Context: an optimization exercise on an open-source flow, tuned for small area, a short achievable clock period and few clock cycles. The choices shown serve that exercise and are no tape-out recipe. Only simulation tests tie the RTL to the original design; equivalence was not proved. Power is estimated from default activity; no workload was simulated.

// interval_task_timer_table
module interval_task_timer_table (
	input  logic               clk,
	input  logic               arst_n,
	input  logic               item_valid,
	output logic               item_ready,
	input  logic               item_cmd,
	input  logic [TICK_W-1:0]  item_now_ticks,
	input  logic [PERIOD_W-1:0] item_period_ms,
	input  logic               item_periodic,
	output logic               result_valid,
	input  logic               result_ready,
	output logic [TIDX_W-1:0]  result_task_index,
	output logic               result_accepted,
	output logic               result_fired,
	output logic               result_last,
	input  logic               psel,
	input  logic               penable,
	input  logic               pwrite,
	input  logic [PADDR_W-1:0] paddr,
	input  logic [DATA_W-1:0]  pwdata,
	output logic [DATA_W-1:0]  prdata,
	output logic               pready
);
	localparam int MK  = 4;                   
	localparam int MCH = PERIOD_W / MK;       
	localparam int MCW = $clog2(MCH);
	logic [TPM_W-1:0] tpm_q;
	logic             cfg_wr;
	assign pready = 1'b1;
	assign cfg_wr = psel && penable && pwrite && paddr[PADDR_W-1:2] == REG_TICKS_PER_MS;
	assign prdata = (paddr[PADDR_W-1:2] == REG_TICKS_PER_MS) ?
		{{(DATA_W-TPM_W){1'b0}}, tpm_q} : '0;
  ...
==> flow/config.mk <==
export PLATFORM = sky130hd
export DESIGN_NAME = interval_task_timer_table
export DESIGN_NICKNAME = interval_task_timer_table
export VERILOG_FILES = /design/flow/design.v
export SDC_FILE = /design/flow/constraint.sdc
export NUM_CORES = 4
export LEC_CHECK = 0
export ABC_AREA = 1
export CAP_MARGIN = 20
export CORE_MARGIN = 2
export CORE_UTILIZATION = 40
export CTS_BUF_LIST = sky130_fd_sc_hd__clkbuf_16
export CTS_CLUSTER_DIAMETER = 70
export CTS_CLUSTER_SIZE = 25
export SETUP_SLACK_MARGIN = 4.5
export SLEW_MARGIN = 20
==> flow/constraint.sdc <==
create_clock -name core_clock -period 8.0 [get_ports {clk}]
set_input_delay 1.6000 -clock core_clock [delete_from_list [all_inputs] [get_ports {clk}]]
set_output_delay 1.6000 -clock core_clock [all_outputs]
set_load 0.01 [all_outputs]
standard.sh (not shown) runs the stock make flow with config.mk's settings and CLKGATE_MAP_FILE= SYNTH_SCRIPT=/design/flow/synth_recipe.tcl, a recipe that flattens the netlist after the stock synthesis.
==> flow/flow/run.sh <==
#!/bin/bash
set -euo pipefail
bash standard.sh MATCH_CELL_FOOTPRINT=0 finish > flow.log 2>&1
Testbench counts at the start, summed over its fixed seeds: cycles 5,442.
Next try:
==> flow/run.sh (new file) <==
#!/bin/bash
# synth_recipe.tcl (not shown) runs the flow's synth.tcl, then flattens the netlist and writes it again
# the make line also repeats each setting of config.mk as NAME=value (left out here)
make -C /OpenROAD-flow-scripts/flow DESIGN_CONFIG=/design/flow/config.mk WORK_HOME=/design/flow/orfs CLKGATE_MAP_FILE= SYNTH_SCRIPT=/design/flow/synth_recipe.tcl finish
- SETUP_SLACK_MARGIN: 4.5 -> 4.6
removed: flow/flow/run.sh
removed: flow/standard.sh
The new run passed the timing, design-rule and antenna checks.
Final area increases by 0.82%.
Die area is unchanged.
Count of clock-buffer cells in the layout increases by 4.
Worst setup slack gets better by 0.046 ns.
Global-route usage increases by 0.50 points.
Wire length increases by 2.7%.
Core utilization increases by 0.40 points.
Area after synthesis is unchanged.

* * *

Setup of red:
Starting RTL as in the previous note.
make LEC_CHECK=0 ABC_AREA=1 CAP_MARGIN=20 CORE_MARGIN=2 CORE_UTILIZATION=40 CTS_BUF_LIST=sky130_fd_sc_hd__clkbuf_16 CTS_CLUSTER_DIAMETER=70 CTS_CLUSTER_SIZE=25 SETUP_SLACK_MARGIN=4.3 SLEW_MARGIN=20 finish   # period 8.0 ns
run.sh (not shown) runs the stock make flow with config.mk's settings and CLKGATE_MAP_FILE= SYNTH_SCRIPT=/design/flow/synth_recipe.tcl, a recipe that flattens the netlist after the stock synthesis.
Stock flow here: none of the scripts above is used.
Testbench counts of red, summed over its fixed seeds: cycles 5,442.
Setup changes, red to blue
-- flow/config.mk --
<<< red, line 12
export CTS_BUF_LIST = sky130_fd_sc_hd__clkbuf_16
export CTS_CLUSTER_DIAMETER = 70
export CTS_CLUSTER_SIZE = 25
export SETUP_SLACK_MARGIN = 4.3
export SLEW_MARGIN = 20
>>> blue, line 12
export CTS_BUF_LIST = sky130_fd_sc_hd__clkbuf_16
export CTS_CLUSTER_DIAMETER = 80
export CTS_CLUSTER_SIZE = 30
export SETUP_SLACK_MARGIN = 4.5
export SLEW_MARGIN = 20
export TNS_END_PERCENT = 5
==> comparison <==
- Compared with red, in blue clock period minus worst slack saw a decrease; share of total power in combinational logic saw an increase.
- Run comparison: blue critical-path cell with the highest stage delay sky130_fd_sc_hd__buf_4; red critical-path cell with the highest stage delay sky130_fd_sc_hd__fa_1
- | via count | red vs blue | ≈ equal |
- Number of non-filler instances in the completed layout across red and blue: no real change.
Input changes introduced in green (baseline for comparison: blue):
-- flow/config.mk --
<<< blue, line 10
export CORE_MARGIN = 2
export CORE_UTILIZATION = 40
export CTS_BUF_LIST = sky130_fd_sc_hd__clkbuf_16
export CTS_CLUSTER_DIAMETER = 80
export CTS_CLUSTER_SIZE = 30
export SETUP_SLACK_MARGIN = 4.5
export SLEW_MARGIN = 20
export TNS_END_PERCENT = 5
>>> green, line 10
export CORE_MARGIN = 2
export CORE_UTILIZATION = 50
export CTS_BUF_LIST = sky130_fd_sc_hd__clkbuf_16
export CTS_CLUSTER_DIAMETER = 70
export CTS_CLUSTER_SIZE = 25
export SETUP_SLACK_MARGIN = 4.5
export SLEW_MARGIN = 20
--- outcome ---
Fraction of standard cell area in multi-input logic essentially unchanged between blue and green. green vs. blue: fmax roughly the same, number of placed cells counting well taps lower, share of final-layout standard cells stronger than drive strength 1 higher, instance area after placement lower.
Setup changes, green to orange
-- flow/config.mk --
<<< green, line 10
export CORE_MARGIN = 2
export CORE_UTILIZATION = 50
export CTS_BUF_LIST = sky130_fd_sc_hd__clkbuf_16
>>> orange, line 10
export CORE_MARGIN = 2
export CORE_UTILIZATION = 40
export CTS_BUF_LIST = sky130_fd_sc_hd__clkbuf_16
<<< green, line 14
export CTS_CLUSTER_SIZE = 25
export SETUP_SLACK_MARGIN = 4.5
export SLEW_MARGIN = 20
>>> orange, line 14
export CTS_CLUSTER_SIZE = 25
export SETUP_SLACK_MARGIN = 4.4
export SLEW_MARGIN = 20
export TNS_END_PERCENT = 5
--- outcome ---
Looking at met2 wirelength from detailed routing, orange sits 1.6% higher than green does.
As far as count of mapped cells out of synthesis goes, green and orange are indistinguishable; the numbers are identical.
orange vs. green: sequential cell count about even; maximum resistive drop on vdd rose 0.032 mV.
Delta(minimum clock period after layout, orange - green) > 0
There was hardly any difference in period utilization between orange and green.
In orange the clock network fraction of total power turned out 3.0 points higher than in green.
met2 usage for orange is lower than for green.
[compare] base=green new=orange: total power saw a decrease, simple-gate share of the synthesized area saw little to no change, synthesis-to-finish area growth saw a decrease.

[afterwards: timing with drivers on the ports]
Ports are ideal in the flow. The routed layouts listed here were re-timed in OpenROAD. Step 1 assumes that a clkbuf_16 drives the clock port and a buf_2 every other input. Step 2 also shifts input and output timing later by t, the mid clock arrival at the registers, as if the neighbouring blocks saw the same clock. Slacks: no drivers / after step 1 / after step 2; pairs: no drivers / after step 1.
| run | t, ns | slack for setup (ns) | hold WS [ns] |
|---|---|---|---|
| the first run of note 1 | 0.746 | 4.231 / 4.201 / 4.084 | 0.418 / 0.418 / 0.418 |
| the second run of note 1 | 0.748 | 4.277 / 4.250 / 3.969 | 0.425 / 0.425 / 0.425 |
| red | 0.738 | 4.229 / 4.229 / 4.101 | 0.422 / 0.422 / 0.422 |
| blue | 0.767 | 4.334 / 4.118 / 4.118 | 0.432 / 0.432 / 0.432 |
| green | 0.742 | 4.329 / 4.300 / 3.872 | 0.429 / 0.429 / 0.429 |
| orange | 0.756 | 4.320 / 4.297 / 4.149 | 0.426 / 0.426 / 0.426 |
After both steps setup and hold are still met in every run listed. The setup slack of green, which loses most, moves by -0.029 ns with the drivers and by -0.457 ns with both steps.
